This design comes from an exercise in tuning for small area, a short achievable clock period and few clock cycles per item on the open sky130 flow, not from production work. Function was checked by simulation only, so behaviour that the tests miss may differ from the original. No activity file was given, so power comes from the tool's default toggle rates.

<file path="flow/design.v">
module permutation_unrank_queen_check_core (
  input  logic        clk,
  input  logic        rst,
  input  logic        cfg_wr_en,
  input  logic [3:0]  cfg_wr_data,
  input  logic        rank_in_valid,
  output logic        rank_in_ready,
  input  logic [15:0] rank_in_perm_rank,
  output logic        result_out_valid,
  input  logic        result_out_ready,
  output logic [23:0] result_out_placement,
  output logic        result_out_is_solution,
  output logic        result_out_rank_out_of_range
);
  logic [7:0]  sel;           
  logic [7:0]  rowv;          
  logic [2:0]  vld;
  logic        en;
  always_ff @(posedge clk) begin
    if (rst) sel <= 8'h80;
    else if (cfg_wr_en) begin
      if (cfg_wr_data[3] || cfg_wr_data[2:0] == 3'd0)
        sel <= cfg_wr_data[3] ? 8'h80 : 8'h01;
      else
        sel <= 8'h01 << (cfg_wr_data[2:0] - 3'd1);
    end
  end
  always_comb begin
    for (int j = 0; j < 8; j++) begin
      rowv[j] = 1'b0;
      for (int i = j; i < 8; i++) rowv[j] = rowv[j] | sel[i];
    end
  end
  assign en            = !vld[2] || result_out_ready;
  assign rank_in_ready = result_out_ready;
  always_ff @(posedge clk) begin
    if (rst) vld <= 3'd0;
    else if (en) vld <= {vld[1:0], rank_in_valid && result_out_ready};
  end
  logic [2:0]  s_q;
  logic        y0_q;          
  logic [5:0]  a15_q;
  logic [6:0]  a9_q;
  logic [2:0]  d7_q;          
  logic        oor0_q;
  always_ff @(posedge clk) begin
    if (en) begin
      logic [15:0] r;
      logic [12:0] y;
      r = rank_in_perm_rank;
      y = r[15:3];
      s_q    <= r[2:0];
      y0_q   <= y[0];
      a15_q  <= 6'(y[3:0]) + 6'(y[7:4]) + 6'(y[11:8]) + 6'(y[12]);
      a9_q   <= 7'(y[5:0]) + 7'(y[11:6]) + 7'(y[12]);
      d7_q   <= 3'(r >= 16'd5040) + 3'(r >= 16'd10080) + 3'(r >= 16'd15120) +
                3'(r >= 16'd20160) + 3'(r >= 16'd25200) + 3'(r >= 16'd30240) +
                3'(r >= 16'd35280);
      oor0_q <= (sel[0] && r >= 16'd1)    || (sel[1] && r >= 16'd2)    ||
                (sel[2] && r >= 16'd6)    || (sel[3] && r >= 16'd24)   ||
                (sel[4] && r >= 16'd120)  || (sel[5] && r >= 16'd720)  ||
                (sel[6] && r >= 16'd5040) || (sel[7] && r >= 16'd40320);
    end
  end
  logic [16:0] dig_d;         
  logic [16:0] dig_q;
  logic        oor1_q;
  always_comb begin
    logic [4:0] b15; logic [3:0] m;
    logic [6:0] b9; logic [4:0] c9; logic [3:0] y9;
    logic [3:0] b7; logic [2:0] y7; 
    logic [1:0] mm3; logic [4:0] y24;
    logic [1:0] a, ap; logic [1:0] q4m3; logic q4m2;
    logic [4:0] t6; logic [2:0] d5, d6;
    b15 = 5'(a15_q[5:4]) + 5'(a15_q[3:0]);
    m = (b15 >= 5'd15) ? 4'(b15 - 5'd15) : b15[3:0];
    b9 = 7'(a9_q[5:0]) + 7'(a9_q[6]);
    c9 = 5'(b9[2:0]) + 5'd9 - 5'(b9[6:3]);
    y9 = (c9 >= 5'd9) ? 4'(c9 - 5'd9) : c9[3:0];
    b7 = 4'(b9[6:3]) + 4'(b9[2:0]);
    y7 = (b7 >= 4'd14) ? 3'(b7 - 4'd14) : (b7 >= 4'd7) ? 3'(b7 - 4'd7) : b7[2:0];
    case (m)
      4'd0, 4'd3, 4'd6, 4'd9, 4'd12: mm3 = 2'd0;
      4'd1, 4'd4, 4'd7, 4'd10, 4'd13: mm3 = 2'd1;
      default: mm3 = 2'd2;
    endcase
    dig_d[7:5] = (m >= 4'd12) ? 3'd4 : (m >= 4'd9) ? 3'd3 : (m >= 4'd6) ? 3'd2 :
                 (m >= 4'd3) ? 3'd1 : 3'd0;
    y24 = {mm3, s_q};         
    dig_d[0] = s_q[0];
    case (y24)
      5'd0, 5'd1, 5'd6, 5'd7, 5'd12, 5'd13, 5'd18, 5'd19: dig_d[2:1] = 2'd0;
      5'd2, 5'd3, 5'd8, 5'd9, 5'd14, 5'd15, 5'd20, 5'd21: dig_d[2:1] = 2'd1;
      default:                                            dig_d[2:1] = 2'd2;
    endcase
    dig_d[4:3] = (y24 >= 5'd18) ? 2'd3 : (y24 >= 5'd12) ? 2'd2 : (y24 >= 5'd6) ? 2'd1 : 2'd0;
    q4m2 = y0_q ^ m[0];
    a  = (y9 >= 4'd6) ? 2'd2 : (y9 >= 4'd3) ? 2'd1 : 2'd0;
    case (m)
      4'd0, 4'd1, 4'd2, 4'd9, 4'd10, 4'd11: ap = 2'd0;
      4'd3, 4'd4, 4'd5, 4'd12, 4'd13, 4'd14: ap = 2'd1;
      default: ap = 2'd2;
    endcase
    q4m3 = (ap == a) ? 2'd0 : (ap == 2'(a + 2'd1) || (a == 2'd2 && ap == 2'd0)) ? 2'd1 : 2'd2;
    case ({q4m3, q4m2})
      3'b000: d5 = 3'd0;
      3'b011: d5 = 3'd1;
      3'b100: d5 = 3'd2;
      3'b001: d5 = 3'd3;
      3'b010: d5 = 3'd4;
      default: d5 = 3'd5;
    endcase
    t6 = 5'(d5) + 5'(m) + 5'd7 - 5'(y7);
    d6 = (t6 >= 5'd21) ? 3'(t6 - 5'd21) : (t6 >= 5'd14) ? 3'(t6 - 5'd14) :
         (t6 >= 5'd7) ? 3'(t6 - 5'd7) : t6[2:0];
    dig_d[10:8]  = d5;
    dig_d[13:11] = d6;
    dig_d[16:14] = d7_q;
  end
  always_ff @(posedge clk) begin
    if (en) begin
      dig_q  <= dig_d;
      oor1_q <= oor0_q;
    end
  end
  logic [2:0]  dg [0:7];
  logic [7:0]  tb [0:7];      
  logic [7:0]  oh [0:7];      
  logic [14:0] dup_a;        
  logic [14:0] dup_d;        
  logic [23:0] place;
  function automatic logic twice8(input logic [7:0] x);
    logic [3:0] s1, t1;
    logic [1:0] s2, t2;
    for (int i = 0; i < 4; i++) begin
      s1[i] = x[2*i] | x[2*i+1];
      t1[i] = x[2*i] & x[2*i+1];
    end
    for (int i = 0; i < 2; i++) begin
      s2[i] = s1[2*i] | s1[2*i+1];
      t2[i] = t1[2*i] | t1[2*i+1] | (s1[2*i] & s1[2*i+1]);
    end
    twice8 = t2[0] | t2[1] | (s2[0] & s2[1]);
  endfunction
  always_comb begin
    dg[0] = 3'd0;
    dg[1] = {2'd0, dig_q[0]};
    dg[2] = {1'b0, dig_q[2:1]};
    dg[3] = {1'b0, dig_q[4:3]};
    dg[4] = dig_q[7:5];
    dg[5] = dig_q[10:8];
    dg[6] = dig_q[13:11];
    dg[7] = dig_q[16:14];
    for (int b = 0; b < 8; b++) begin
      logic [2:0] cb;
      cb = 3'd0;
      for (int k = 0; k < 8 - b; k++)
        if (sel[k+b]) cb = cb | dg[k];
      for (int t = 0; t < 8; t++)
        tb[b][t] = rowv[b] && !oor1_q && (t <= 7 - b) && (cb >= 3'(t));
    end
    for (int b = 7; b >= 1; b--) begin
      for (int a = b - 1; a >= 0; a--) begin
        logic [7:0] nt;
        nt = tb[b];
        for (int t = 1; t < 8; t++)
          nt[t] = tb[b][t] | (tb[b][t-1] & !tb[a][t]);
        tb[b] = nt;
      end
    end
    for (int b = 0; b < 8; b++)
      for (int v = 0; v < 8; v++)
        oh[b][v] = tb[b][v] && (v == 7 || !tb[b][v+1]);
    for (int m = 0; m < 15; m++) begin
      logic [7:0] xa, xd;
      xa = '0;
      xd = '0;
      for (int b = 0; b < 8; b++) begin
        if (m - b >= 0 && m - b < 8) xa[b] = oh[b][m-b];
        if (m - 7 + b >= 0 && m - 7 + b < 8) xd[b] = oh[b][m-7+b];
      end
      dup_a[m] = twice8(xa);
      dup_d[m] = twice8(xd);
    end
    place = '0;
    for (int b = 0; b < 8; b++) begin
      logic [2:0] pb;
      pb[2] = tb[b][4];
      pb[1] = (tb[b][2] && !tb[b][4]) || tb[b][6];
      pb[0] = (tb[b][1] && !tb[b][2]) || (tb[b][3] && !tb[b][4]) ||
              (tb[b][5] && !tb[b][6]) || tb[b][7];
      place[3*b +: 3] = pb;
    end
  end
  logic [23:0] out_place;
  logic        out_ca;        
  logic        out_cd;        
  logic        out_oor;
  always_ff @(posedge clk) begin
    if (en) begin
      out_place <= place;
      out_ca    <= |dup_a;
      out_cd    <= |dup_d;
      out_oor   <= oor1_q;
    end
  end
  assign result_out_valid             = vld[2];
  assign result_out_placement         = out_place;
  assign result_out_is_solution       = !out_oor && !out_ca && !out_cd;
  assign result_out_rank_out_of_range = out_oor;
endmodule
</file>
<file path="flow/flow/run.sh">
#!/bin/bash
cd "$(dirname "$0")/.."
export ADDER_MAP_FILE=
export BUFFER_PORTS_ARGS="-buffer_cell sky130_fd_sc_hd__buf_1"
bash standard.sh SETUP_SLACK_MARGIN=5.75 finish > standard.log 2>&1
</file>
<file path="flow/standard.sh">
#!/bin/bash
# synth_recipe.tcl (not shown) runs the flow's synth.tcl, then flattens the netlist and writes it again
# the make line also repeats each setting of config.mk as NAME=value (left out here)
make -C /OpenROAD-flow-scripts/flow DESIGN_CONFIG=/design/flow/config.mk WORK_HOME=/design/flow/orfs CLKGATE_MAP_FILE= SYNTH_SCRIPT=/design/flow/synth_recipe.tcl "${@:-finish}"
</file>
<file path="flow/config.mk">
export PLATFORM = sky130hd
export DESIGN_NAME = permutation_unrank_queen_check_core
export DESIGN_NICKNAME = permutation_unrank_queen_check_core
export VERILOG_FILES = /design/flow/design.v
export SDC_FILE = /design/flow/constraint.sdc
export NUM_CORES = 4
export LEC_CHECK = 0
export ABC_AREA = 1
export CAP_MARGIN = 20
export CORE_MARGIN = 2
export CORE_UTILIZATION = 40
export CTS_BUF_LIST = sky130_fd_sc_hd__clkbuf_8
export SLEW_MARGIN = 20
</file>
<file path="flow/constraint.sdc">
create_clock -name core_clock -period 10.0 [get_ports {clk}]
set_input_delay 2.0000 -clock core_clock [delete_from_list [all_inputs] [get_ports {clk}]]
set_output_delay 2.0000 -clock core_clock [all_outputs]
set_load 0.01 [all_outputs]
</file>
==> reports/summary.txt, run 1 <==
Status -> complete, no violations
Final min period -> 4.23 ns
DR WL met3 -> 1580 um
WL/cell -> 16.0 um
Largest net degree at the start of global routing -> 69
RSZ-0062 raised after global routing -> true
Max IR drop VDD -> 0.000616 V
H-tree Lvls -> 3
Crit end category -> output pin
P per Cell Area -> 413 nW/um2
Post-Place Worst Slack -> 5.50 ns
Layout cell share with drive strength beyond 1 -> 11.6%
Pre-antenna DRT Iters -> 6
Crit path from -> result_out_ready
WP buf/inv -> 2
Clock Sinks -> 77
M1 wire length -> 10900 um
N_diodes -> 0
Overall Global Routing Usage -> 23.9%
Top Layer Used -> met4
Post-route cell area -> 8470 um2
CP arrival -> 2.23 ns
Routed via count -> 8226
Initial core utilization -> 40.5%
Final hold vios -> 0
CTS max path bufs -> 2
Delay of the slowest cell on the worst path -> 0.13 ns
Die H -> 141 um
Routed vias/inst -> 5.50
Fillers -> 2024
Period utilization -> 42.3%
Synthesized flop and latch total -> 77
Top cells by area, synth -> edfxtp_1, nand2_1, inv_1
Clk Latency, worst-skew pair -> 0.39 ns
Wire length on met2 -> 10600 um
Mapped cell area -> 7560 um2
Post-synth ARST share -> 0%
Placed cell areas -> 8010 um2
Clk_skew -> 0.0136 ns
Row count -> 50
R2r startpoint -> oor1_q
Clk slew on worst S/H paths -> 0.10 ns
R2R Setup Slk -> 5.98 ns
Nets -> 1281
Initial antenna violation count -> 0
Fin cells -> 1495
Max FO, Critical Path -> 3
Global route overflow -> 0
Placed cells -> 1470
Relative slew slack -> 39.7%
Maximum clock frequency -> 0.237 GHz
Die Area -> 20000 um2
IO buf count -> 52
Reg2reg end -> out_ca
Leakage -> 4.01 nW
Max_cap viols -> 0
Capture point of the worst path -> rank_in_ready
Die Wd -> 141 um
Total Power -> 3.50 mW
Synth Flop Type -> edfxtp_1
Detailed Route WL -> 23900 um
Vias in the first global route -> 7515
Num ports -> 53
Mean post-synth cell area -> 6.33 um2
Crit path depth -> 2
Netlist cell types -> 55
Synth area leader -> edfxtp_1
Setup violators final -> 0
Post-route setup TNS -> 0 ns
Sequential-to-total area share from yosys stat -> 29.1%
Initial DRC count -> 749
Final core occ -> 45.4%
Slew Viols, Final -> 0
Final worst setup slack -> 5.77 ns
TritonCTS buffer count -> 9
Crit-path cells -> clkbuf_2, buf_2
Clock Root Buffer -> clkbuf_8
Top cell type's share of synthesized area -> 26.2%
Critical Path Start Type -> primary input
Hold buffers post-CTS -> 0
Core area -> 18600 um2
Hold Crit Class -> flop to flop
Number of synthesized flops with an enable pin -> 66
First-pass GRT wire length -> 38100 um
Post-Synthesis Cells -> 1193
Syn-to-layout area delta -> 12.1%
HPWL Detailed -> 19000 um
Worst slew pin tran -> 0.904 ns
Routability cong. -> 0.944
Post-synthesis net count -> 1218
Antenna Nets Post-Route -> 0
Largest delay share family, worst path -> buffers and inverters
CP max-delay cell -> buf_2
Syn. warnings -> 12
Depth of the most critical reg-to-reg path -> 22
DRC errors left -> 0
CP required -> 8.00 ns
CTS tree -> yes
Hold Slack -> 0.416 ns
Setup CP Type -> primary input to output pin
layout by cell type, fill, tap and decap left out, types with 29 or more instances in the layout:
cell,n
o21ai_0,72
inv_2,29
buf_1,50
nand2_2,29
nand2_1,282
nand3_1,54
nor2_1,119
a21oi_1,89
inv_1,185
edfxtp_1,66
worst min-delay path by stage:
stage | start | endpoint | depth (start not counted)
4_1_cts | d7_q[1] | dig_q[15] | 0
3_5_place_dp | oor0_q | oor1_q | 0
3_3_place_gp | d7_q[0] | dig_q[14] | 0
2_1_floorplan | s_q[0] | dig_q[0] | 0
6_report | d7_q[1] | dig_q[15] | 0
5_1_grt | d7_q[1] | dig_q[15] | 0
worst reg2reg max path: stages, from the launching register on:
cell	delay [ns]
edfxtp_1	0.53
inv_2	0.21
o21ai_4	0.12
o21ai_4	0.10
a21oi_4	0.07
o21ai_2	0.16
inv_1	0.21
o21ai_4	0.24
inv_1	0.10
nor2_1	0.19
nor3_1	0.07
or2_1	0.25
a21oi_1	0.12
inv_1	0.08
a21oi_1	0.27
nor2_1	0.11
inv_1	0.13
nand2_1	0.08
o21ai_1	0.12
o2111a_1	0.17
nand4_1	0.09
nor4_2	0.21
nand3_1	0.13
Yosys cell counts (3+ instances only):
| library cell | instances |
|---|---|
| a22oi_1 | 4 |
| nand3_2 | 9 |
| inv_2 | 27 |
| a31oi_1 | 7 |
| xor2_1 | 27 |
| nand4_1 | 22 |
| edfxtp_1 | 66 |
| o21ai_2 | 8 |
| or2_1 | 5 |
| o22ai_1 | 29 |
| a2111oi_0 | 4 |
| nand2_2 | 20 |
| nand3_1 | 59 |
| inv_1 | 187 |
| o2111ai_1 | 8 |
| clkbuf_1 | 9 |
| o21bai_1 | 3 |
| a21boi_0 | 3 |
| a21oi_1 | 90 |
| o21ai_1 | 11 |
| nor4_1 | 7 |
| o31ai_1 | 6 |
| dfxtp_1 | 11 |
| nor3_1 | 14 |
| or2_2 | 3 |
| nor2_1 | 126 |
| nor2_4 | 4 |
| o211ai_1 | 4 |
| nor2_2 | 3 |
| o221ai_1 | 3 |
| a21o_1 | 3 |
| xnor2_1 | 8 |
| o21ai_0 | 77 |
| nand2_1 | 294 |
| a21oi_2 | 3 |
| clkinv_1 | 4 |
flip-flops by register name (all words and copies together) (netlist names), 3 cells and up:
name,flops
out_place,24
a9_q,7
sel,8
s_q,3
vld,3
d7_q,3
dig_q,17
a15_q,6
per-layer routing:
| layer | track usage (%) | vias to the layer above |
|---|---|---|
| met5 | 0 | - |
| met4 | 8.95 | 0 |
| met3 | 3.51 | 59 |
| met2 | 38.6 | 332 |
| met1 | 32.7 | 3721 |
| li1 | - | 4114 |
kinds of logic after synthesis:
logic type / count (synthesis) / share of synthesized area, %
flip-flops: 77 / 29.1
XOR/XNOR: 35 / 4.06
AO/OA/AOI/OAI: 279 / 22.2
AND/OR/NAND/NOR: 574 / 33.3
buffers and inverters: 228 / 11.4
timing repair:
action                                  CTS  global route
pin swaps                                 0            11
endpoints found under the setup margin    2             6
buffers inserted                          0             9
resized for setup                         4            49
report_power, final:
part	internal (mW)	total, mW	switching [mW]
registers	0.523	0.572	0.0482
logic	0.886	2.67	1.78
clock network	0.119	0.260	0.141
area by class of cell:
type	count	area, um2	area share (%)
Timing Repair Buffer	62	273	3.22
Tap cell	234	293	3.46
Clock inverter	7	82.6	0.975
Sequential cell	77	2210	26.0
Clock buffer	9	124	1.46
Inverter	218	818	9.66
Multi-Input combinational cell	888	4670	55.2
Testbench counts, summed over its fixed seeds: cycles 32,024, items 32,000.
==> run 2, diff against run 1 <==
--- a/flow/design.v
+++ b/flow/design.v
@@ -69,14 +69,13 @@
     logic [4:0] b15; logic [3:0] m;
-    logic [6:0] b9; logic [4:0] c9; logic [3:0] y9;
-    logic [3:0] b7; logic [2:0] y7; 
+    logic [4:0] c9;
+    logic [4:0] b7; logic [2:0] y7;
     logic [1:0] mm3; logic [4:0] y24;
     logic [1:0] a, ap; logic [1:0] q4m3; logic q4m2;
-    logic [4:0] t6; logic [2:0] d5, d6;
+    logic [2:0] m7; logic [3:0] e7; logic [2:0] q4m7; logic [2:0] d5, d6;
     b15 = 5'(a15_q[5:4]) + 5'(a15_q[3:0]);
     m = (b15 >= 5'd15) ? 4'(b15 - 5'd15) : b15[3:0];
-    b9 = 7'(a9_q[5:0]) + 7'(a9_q[6]);
-    c9 = 5'(b9[2:0]) + 5'd9 - 5'(b9[6:3]);
-    y9 = (c9 >= 5'd9) ? 4'(c9 - 5'd9) : c9[3:0];
-    b7 = 4'(b9[6:3]) + 4'(b9[2:0]);
-    y7 = (b7 >= 4'd14) ? 3'(b7 - 4'd14) : (b7 >= 4'd7) ? 3'(b7 - 4'd7) : b7[2:0];
+    c9 = 5'(a9_q[2:0]) + 5'd18 - 5'(a9_q[6:3]);         
+    b7 = 5'(a9_q[2:0]) + 5'(a9_q[6:3]);                 
+    y7 = (b7 >= 5'd21) ? 3'(b7 - 5'd21) : (b7 >= 5'd14) ? 3'(b7 - 5'd14) :
+         (b7 >= 5'd7) ? 3'(b7 - 5'd7) : b7[2:0];
     case (m)
@@ -97,3 +96,7 @@
     q4m2 = y0_q ^ m[0];
-    a  = (y9 >= 4'd6) ? 2'd2 : (y9 >= 4'd3) ? 2'd1 : 2'd0;
+    case (c9)                 
+      5'd3, 5'd4, 5'd5, 5'd12, 5'd13, 5'd14, 5'd21, 5'd22, 5'd23: a = 2'd1;
+      5'd6, 5'd7, 5'd8, 5'd15, 5'd16, 5'd17, 5'd24, 5'd25:        a = 2'd2;
+      default:                                                    a = 2'd0;
+    endcase
     case (m)
@@ -112,5 +115,50 @@
     endcase
-    t6 = 5'(d5) + 5'(m) + 5'd7 - 5'(y7);
-    d6 = (t6 >= 5'd21) ? 3'(t6 - 5'd21) : (t6 >= 5'd14) ? 3'(t6 - 5'd14) :
-         (t6 >= 5'd7) ? 3'(t6 - 5'd7) : t6[2:0];
+    m7 = (m >= 4'd14) ? 3'd0 : (m >= 4'd7) ? 3'(m - 4'd7) : m[2:0];
+    e7 = 4'(y7) + 4'd7 - 4'(m7);
+    q4m7 = (e7 >= 4'd7) ? 3'(e7 - 4'd7) : e7[2:0];
+    case ({q4m7, q4m3, q4m2})
+      6'd0: d6 = 3'd0;
+      6'd11: d6 = 3'd0;
+      6'd20: d6 = 3'd0;
+      6'd25: d6 = 3'd0;
+      6'd34: d6 = 3'd0;
+      6'd45: d6 = 3'd0;
+      6'd48: d6 = 3'd1;
+      6'd3: d6 = 3'd1;
+      6'd12: d6 = 3'd1;
+      6'd17: d6 = 3'd1;
+      6'd26: d6 = 3'd1;
+      6'd37: d6 = 3'd1;
+      6'd40: d6 = 3'd2;
+      6'd51: d6 = 3'd2;
+      6'd4: d6 = 3'd2;
+      6'd9: d6 = 3'd2;
+      6'd18: d6 = 3'd2;
+      6'd29: d6 = 3'd2;
+      6'd32: d6 = 3'd3;
+      6'd43: d6 = 3'd3;
+      6'd52: d6 = 3'd3;
+      6'd1: d6 = 3'd3;
+      6'd10: d6 = 3'd3;
+      6'd21: d6 = 3'd3;
+      6'd24: d6 = 3'd4;
+      6'd35: d6 = 3'd4;
+      6'd44: d6 = 3'd4;
+      6'd49: d6 = 3'd4;
+      6'd2: d6 = 3'd4;
+      6'd13: d6 = 3'd4;
+      6'd16: d6 = 3'd5;
+      6'd27: d6 = 3'd5;
+      6'd36: d6 = 3'd5;
+      6'd41: d6 = 3'd5;
+      6'd50: d6 = 3'd5;
+      6'd5: d6 = 3'd5;
+      6'd8: d6 = 3'd6;
+      6'd19: d6 = 3'd6;
+      6'd28: d6 = 3'd6;
+      6'd33: d6 = 3'd6;
+      6'd42: d6 = 3'd6;
+      6'd53: d6 = 3'd6;
+      default: d6 = 3'd0;
+    endcase
     dig_d[10:8]  = d5;
@@ -195,4 +243,4 @@
   logic [23:0] out_place;
-  logic        out_ca;        
-  logic        out_cd;        
+  logic [1:0]  out_ca;        
+  logic [1:0]  out_cd;        
   logic        out_oor;
@@ -201,4 +249,4 @@
       out_place <= place;
-      out_ca    <= |dup_a;
-      out_cd    <= |dup_d;
+      out_ca    <= {|dup_a[14:7], |dup_a[6:0]};
+      out_cd    <= {|dup_d[14:7], |dup_d[6:0]};
       out_oor   <= oor1_q;
@@ -208,3 +256,3 @@
   assign result_out_placement         = out_place;
-  assign result_out_is_solution       = !out_oor && !out_ca && !out_cd;
+  assign result_out_is_solution       = !out_oor && out_ca == 2'b00 && out_cd == 2'b00;
   assign result_out_rank_out_of_range = out_oor;
--- a/flow/flow/run.sh
+++ b/flow/flow/run.sh
@@ -2,2 +2,6 @@
 cd "$(dirname "$0")/.."
+rm -rf scripts_copy
+cp -r "$FLOW_HOME/scripts" scripts_copy > copy.log 2>&1
+cp flow/abc_area.script scripts_copy/abc_area.script
+export SCRIPTS_DIR="$PWD/scripts_copy"
 export ADDER_MAP_FILE=
==> flow/flow/abc_area.script (new file) <==
strash
dch
amap
topo
stime -c
buffer -c
upsize -c
dnsize -c
==> run 2 against run 1 <==
Combinational power decreased by 13%. Still clean. Maximum frequency shrank 0.69%. Critical path type is now flop to flop. Die area is 8.0% lower. Global-route usage rose by 2.2 points. Via count fell by 5.2%. Total power down 10%.
==> reports/summary.txt, run 2 <==
Post-Synthesis Cells -> 985 (-17%)
Global route overflow -> 0 (unchanged)
WP buf/inv -> 3 (+1)
Count leader, synth -> nor2_1
Status -> complete, no violations
CP required -> 10.12 ns (+2.12 ns)
CTS max path bufs -> 2 (unchanged)
Commonest non-fill, non-tap cell in the layout -> nor2_1
Layout cell share with drive strength beyond 1 -> 18.2% (+6.6 points)
Initial DRC count -> 1115 (+49%)
Final hold vios -> 0 (unchanged)
Num ports -> 53 (unchanged)
N_diodes -> 0 (unchanged)
Syn-to-layout area delta -> 20.7%
Routed via count -> 7799 (-5.2%)
P per Cell Area -> 376 nW/um2 (-9.0%)
Maximum clock frequency -> 0.235 GHz (-0.69%)
Clock Sinks -> 79 (+2.6%)
Post-synth ARST share -> 0% (unchanged)
CTS tree -> yes
Setup violators final -> 0 (unchanged)
Max IR drop VDD -> 0.000383 V (-38%)
CP arrival -> 4.38 ns (+2.15 ns)
Total Power -> 3.15 mW (-10%)
Core area -> 17100 um2 (-8.2%)
Max_cap viols -> 0 (unchanged)
Synthesized flop and latch total -> 79 (+2.6%)
Most frequent CP cell -> nor2_4
Largest reg by FF count -> out_place
Pre-antenna DRT Iters -> 11 (+5)
WL/cell -> 18.4 um (+15%)
HPWL Detailed -> 18300 um (-3.9%)
Initial core utilization -> 40.5% (about the same)
Placed cells -> 1256 (-15%)
RSZ-0062 raised after global routing -> true
Sequential-to-total area share from yosys stat -> 32.6% (+3.5 points)
Relative slew slack -> 39.8% (+0.045 points)
Worst slew pin tran -> 0.904 ns (-0.000669 ns)
Largest delay share family, worst path -> compound AO/OA/AOI/OAI gates
Die Wd -> 136 um (-4.1%)
Critical Path Start Type -> flop
Max FO, Critical Path -> 7 (+4)
Top cell type's share of synthesized area -> 29.4% (+3.2 points)
Post-route setup TNS -> 0 ns (unchanged)
Number of synthesized flops with an enable pin -> 68 (+3.0%)
Fin cells -> 1312 (-12%)
Row count -> 48 (-4.0%)
Synth area leader -> edfxtp_1
Syn. warnings -> 12 (unchanged)
Leakage -> 3.21 nW (-20%)
CP max-delay cell -> edfxtp_1
Overall Global Routing Usage -> 26.1% (+2.2 points)
Clk Latency, worst-skew pair -> 0.38 ns (about the same)
Nets -> 1107 (-14%)
Clk slew on worst S/H paths -> 0.09 ns (about the same)
Mean post-synth cell area -> 7.04 um2 (+11%)
Antenna Nets Post-Route -> 0 (unchanged)
Delay of the slowest cell on the worst path -> 0.46 ns (+0.33 ns)
Slew Viols, Final -> 0 (unchanged)
Die H -> 136 um (-4.1%)
H-tree Lvls -> 3 (unchanged)
Commonest cells after routing, fill and taps aside -> nor2_1, inv_1, nand2_1
Hold Crit Class -> flop to flop
Biggest regs -> out_place x24, dig_q x17, sel x8
Vias in the first global route -> 7080 (-5.8%)
IO buf count -> 52 (unchanged)
Commonest cells post-synth -> nor2_1, inv_1, nand2_1
Initial antenna violation count -> 0 (unchanged)
Clock Root Buffer -> clkbuf_8
Top cells by area, synth -> edfxtp_1, nor2_1, inv_1
Detailed Route WL -> 24200 um (+1.3%)
Die Area -> 18400 um2 (-8.0%)
Routability cong. -> 1.02 (+7.6%)
Final min period -> 4.26 ns (+0.0294 ns)
TritonCTS buffer count -> 9 (unchanged)
Largest net degree at the start of global routing -> 70 (+1.4%)
Routed vias/inst -> 5.94 (+8.0%)
Crit end category -> flop
Setup CP Type -> flop to flop
Synth Flop Type -> edfxtp_1
Mapped cell area -> 6940 um2 (-8.2%)
Final core occ -> 48.9% (+3.5 points)
DRC errors left -> 0 (unchanged)
First-pass GRT wire length -> 37500 um (-1.6%)
Post-synthesis net count -> 1010 (-17%)
Clk_skew -> 0.0110 ns (-0.00264 ns)
Hold buffers post-CTS -> 0 (unchanged)
Netlist cell types -> 66 (+20%)
Period utilization -> 42.6% (+0.29 points)
Largest register FFs -> 24 (unchanged)
==> run 2: final timing paths <==
check                               from        end  slack (ns)  cells after the start
worst min-delay path             d7_q[1]  dig_q[15]        0.43                      0
worst min register to register   d7_q[1]  dig_q[15]        0.43                      0
worst max-delay path            a15_q[5]  dig_q[12]        5.74                     27
worst max register to register  a15_q[5]  dig_q[12]        5.74                     27
==> run 2: report_power, final <==
part	switching (mW)	internal [mW]	total (mW)
registers	0.0646	0.515	0.580
clock network	0.136	0.120	0.257
logic	1.48	0.832	2.31
==> run 2: cells by family (layout without fill, tap and decap cells) <==
logic type	after synthesis	in the layout	synth area share, %
xor+xnor	1	1	0.126
flops	79	79	32.6
compound gates	344	344	32.4
buf+inv	136	238	7.52
simple gates	425	425	27.3
==> run 2: layout make-up <==
class,count,area [um2]
multi-input cells,770,4600
repair buffers,95,534
flip-flops and latches,79,2270
inverters,127,484
well taps,225,282
clock inverters,7,85.1
fillers,1709,8740
clock buffers,9,124
==> run 2: routing by layer <==
metal  routed length [um]  track usage (%)  up-vias
li1                     -                -     3768
met1                10300             34.2     3594
met2                11300             43.3      378
met3                 1960             5.27       59
met4                  554             8.22        0
met5                    0                0        -
==> run 2: repair_timing <==
| item | in CTS | in global routing |
|---|---|---|
| endpoints found under the setup margin | 12 | 11 |
| hold endpoints to repair | 0 | 0 |
| pin swaps | 19 | 27 |
| buffers inserted | 19 | 21 |
| resized for setup | 57 | 76 |
==> run 2: through the flow <==
stage / worst slack [ns] / area, um2 / hold slack [ns]
6_report: 5.74 / 8380 / 0.427
5_1_grt: 5.50 / 8380 / 0.434
4_1_cts: 5.74 / 7960 / 0.429
3_5_place_dp: 4.79 / 7400 / 0.407
3_3_place_gp: 4.64 / 7390 / 0.402
2_1_floorplan: 5.84 / 6940 / 0.400
Testbench counts of run 2, summed over its fixed seeds: cycles 32,024, items 32,000.
==> run 3, diff against run 2 <==
--- a/flow/flow/run.sh
+++ b/flow/flow/run.sh
@@ -8,2 +8,2 @@
 export BUFFER_PORTS_ARGS="-buffer_cell sky130_fd_sc_hd__buf_1"
-bash standard.sh SETUP_SLACK_MARGIN=5.75 finish > standard.log 2>&1
+bash standard.sh SETUP_SLACK_MARGIN=5.65 finish > standard.log 2>&1
==> run 3 against run 2 <==
Still clean on timing, DRC and antenna. Flip-flop and latch count unchanged. Hold slack about the same. Combinational power down 3%. Total power is 2.7% lower. Setup slack got worse by 0.081 ns. Sequential share of layout area grew 0.78 points. Final cell count decreased by 0.91%. Area after synthesis unchanged.
==> reports/summary.txt, run 3 <==
Hold Crit Class -> flop to flop
Syn. warnings -> 12 (unchanged)
Synth area leader -> edfxtp_1
Post-route setup TNS -> 0 ns (unchanged)
CTS tree -> yes
Row count -> 48 (unchanged)
CTS max path bufs -> 2 (unchanged)
Worst Hold Depth -> 0 (unchanged)
Biggest regs -> out_place x24, dig_q x17, sel x8
Core area -> 17100 um2 (unchanged)
Clk_skew -> 0.0137 ns (+0.00272 ns)
Max_cap viols -> 0 (unchanged)
Critical Path Start Type -> flop
Largest reg by FF count -> out_place
Nets -> 1095 (-1.1%)
Placed cells -> 1256 (unchanged)
Commonest cells after routing, fill and taps aside -> nor2_1, inv_1, nand2_1
Commonest cells post-synth -> nor2_1, inv_1, nand2_1
R2R Setup Slk -> 5.66 ns (-0.08 ns)
Syn-to-layout area delta -> 17.4%
CP arrival -> 4.46 ns (+0.08 ns)
Top cells by area, synth -> edfxtp_1, nor2_1, inv_1
Clk slew on worst S/H paths -> 0.09 ns (about the same)
Top cell type's share of synthesized area -> 29.4% (unchanged)
Num ports -> 53 (unchanged)
Final min period -> 4.34 ns (+0.0813 ns)
Count leader, synth -> nor2_1
Post-route cell area -> 8140 um2 (-2.8%)
Hold Crit Start -> d7_q[1]
CP required -> 10.13 ns (about the same)
Reg2reg end -> dig_q[12]
RSZ-0062 raised after global routing -> true
H-tree Lvls -> 3 (unchanged)
HPWL Detailed -> 18300 um (unchanged)
Global route overflow -> 0 (unchanged)
Clk Latency, worst-skew pair -> 0.39 ns (about the same)
Max FO, Critical Path -> 5 (-2)
WL/cell -> 18.4 um (-0.21%)
Final worst setup slack -> 5.66 ns (-0.0813 ns)
Antenna Nets Post-Route -> 0 (unchanged)
Largest register FFs -> 24 (unchanged)
Relative slew slack -> 39.6% (-0.20 points)
Synth Flop Type -> edfxtp_1
Status -> complete, no violations
Initial antenna violation count -> 0 (unchanged)
Die H -> 136 um (unchanged)
Clock Root Buffer -> clkbuf_8
Period utilization -> 43.4% (+0.81 points)
Crit end category -> flop
N_diodes -> 0 (unchanged)
Die Area -> 18400 um2 (unchanged)
IO buf count -> 52 (unchanged)
Largest net degree at the start of global routing -> 70 (unchanged)
Detailed Route WL -> 23900 um (-1.1%)
Layout cell share with drive strength beyond 1 -> 15.4% (-2.8 points)
Commonest non-fill, non-tap cell in the layout -> nor2_1
Die Wd -> 136 um (unchanged)
Leakage -> 3.11 nW (-3.1%)
Hold buffers post-CTS -> 0 (unchanged)
Pre-antenna DRT Iters -> 7 (-4)
Routed vias/inst -> 6.00 (+0.87%)
Depth of the most critical reg-to-reg path -> 26 (-3.7%)
Vias in the first global route -> 6993 (-1.2%)
Initial core utilization -> 40.5% (unchanged)
Synthesized flop and latch total -> 79 (unchanged)
Setup CP Type -> flop to flop
Setup violators final -> 0 (unchanged)
Clock Sinks -> 79 (unchanged)
Post-Synthesis Cells -> 985 (unchanged)
Number of synthesized flops with an enable pin -> 68 (unchanged)
Post-synthesis net count -> 1010 (unchanged)
TritonCTS buffer count -> 9 (unchanged)
DRC errors left -> 0 (unchanged)
Worst slew pin tran -> 0.906 ns (+0.00293 ns)
Max IR drop VDD -> 0.000395 V (+3.0%)
First-pass GRT wire length -> 37000 um (-1.5%)
Mapped cell area -> 6940 um2 (unchanged)
Overall Global Routing Usage -> 25.7% (-0.36 points)
Initial DRC count -> 1109 (-0.54%)
Post-Place Worst Slack -> 4.79 ns (unchanged)
Placed cell areas -> 7400 um2 (unchanged)
Post-synth ARST share -> 0% (unchanged)
Fin cells -> 1300 (-0.91%)
Routed via count -> 7795 (-0.051%)
Slew Viols, Final -> 0 (unchanged)
P per Cell Area -> 376 nW/um2 (+0.13%)
Worst Hold Endpoint -> dig_q[15]
Sequential-to-total area share from yosys stat -> 32.6% (unchanged)
Final hold vios -> 0 (unchanged)
Netlist cell types -> 66 (unchanged)
Maximum clock frequency -> 0.231 GHz (-1.9%)
Mean post-synth cell area -> 7.04 um2 (unchanged)
R2r startpoint -> a15_q[5]
Routability cong. -> 1.02 (unchanged)
==> run 3: cell counts after synthesis <==
No cell type changed its count.
==> run 3: worst max-delay path, stage by stage (launching register included) <==
cell,delay [ns]
edfxtp_1,0.43
o21ai_2,0.22
o21ai_2,0.10
nand2_2,0.10
o21ai_2,0.08
o22a_1,0.21
a21oi_2,0.18
inv_2,0.11
nor2_4,0.18
o22ai_4,0.13
nor2_4,0.15
buf_4,0.11
a21oi_1,0.05
or3_1,0.42
nand2_1,0.12
o21a_1,0.17
o21ai_2,0.09
nor2_4,0.15
nor2_8,0.06
nor2_4,0.15
a21oi_4,0.06
buf_6,0.15
nor2_4,0.09
nor2_1,0.05
a21oi_1,0.11
nor2_1,0.05
o32a_1,0.35
==> run 3: worst max-delay path by stage <==
stage | from | end | slack (ns) | cells past startpoint
finish | a15_q[5] | dig_q[12] | 5.66 | 26
CTS | a15_q[4] | dig_q[12] | 5.66 | 28
floorplan | rank_in_perm_rank[9] | d7_q[1] | 5.84 | 12
global route | a15_q[5] | dig_q[12] | 5.45 | 28
detailed placement | sel[7] | out_cd[1] | 4.79 | 17
global placement | sel[7] | out_cd[0] | 4.64 | 19
==> run 3: cell type report <==
cell class / count / area, um2
fillers: 1741 / 8970
multi-input cells: 770 / 4460
flip-flops and latches: 79 / 2270
inverters: 127 / 484
repair buffers: 83 / 433
well taps: 225 / 282
clock buffers: 9 / 124
clock inverters: 7 / 85.1
==> run 3: what timing repair did <==
item	CTS	global route
setup buffers	8	20
setup endpoints to repair	8	9
resized for setup	41	53
pin swaps	9	27
==> run 3: cells by family after synthesis <==
| family | Yosys count | synth area share, % |
|---|---|---|
| simple gates | 425 | 27.3 |
| compound gates | 344 | 32.4 |
| buf+inv | 136 | 7.52 |
| flops | 79 | 32.6 |
| xor+xnor | 1 | 0.126 |
==> run 3: where the power goes <==
group / internal, mW / total (mW) / switching, mW
sequential: 0.515 / 0.578 / 0.0629
clock: 0.120 / 0.258 / 0.138
combinational: 0.781 / 2.23 / 1.45
==> run 3: metal layers <==
layer / up-vias / wire length [um] / GRT usage (%)
li1: 3743 / - / -
met1: 3604 / 10100 / 33.7
met2: 386 / 11000 / 42.4
met3: 62 / 2070 / 5.54
met4: 0 / 665 / 8.16
met5: - / 0 / 0
==> run 3: stage by stage <==
stage	util (%)	power, mW	hold slack, ns
after detailed placement	43.2	2.48	0.407
after floorplan	-	1.99	0.400
after global placement	43.2	2.51	0.402
after global routing	47.6	3.31	0.434
final	47.6	3.06	0.427
after CTS	45.8	2.83	0.429

[what the ideal ports hide]
The flow's constraints put no driver on any port. The routed layouts listed below were extracted and timed again, unchanged, in two steps.
Step 1 (the two cells are an assumption about what drives the block):
set clk [get_ports {clk}]
set_driving_cell -lib_cell sky130_fd_sc_hd__clkbuf_16 $clk
set_driving_cell -lib_cell sky130_fd_sc_hd__buf_2 [delete_from_list [all_inputs] $clk]
Step 2 adds t to the input delays and takes it off the output delays; t is the mean of the earliest and latest rising clock arrival at the registers after step 1. Input paths then give back, and output paths get back, about the clock's delay inside the block.
a / b / c = no drivers / after step 1 / after step 2; a / b = the first two.
| run | t (ns) | slack for setup (ns) | worst setup path at the end | clock arrival spread, ns | worst data-port slew with drivers (ns) |
|---|---|---|---|---|---|
| run 1 | 0.430 | 5.773 / 5.748 / 5.748 | input to output | 0.013 / 0.014 | 0.05 |
| run 2 | 0.414 | 5.744 / 5.744 / 5.537 | input to register | 0.013 / 0.013 | 0.03 |
| run 3 | 0.417 | 5.663 / 5.663 / 5.350 | input to register | 0.017 / 0.016 | 0.03 |
After both steps setup and hold are still met in every run listed. For run 3, which loses most, drivers alone change the setup slack by 0.000 ns; drivers and shift together by -0.313 ns.
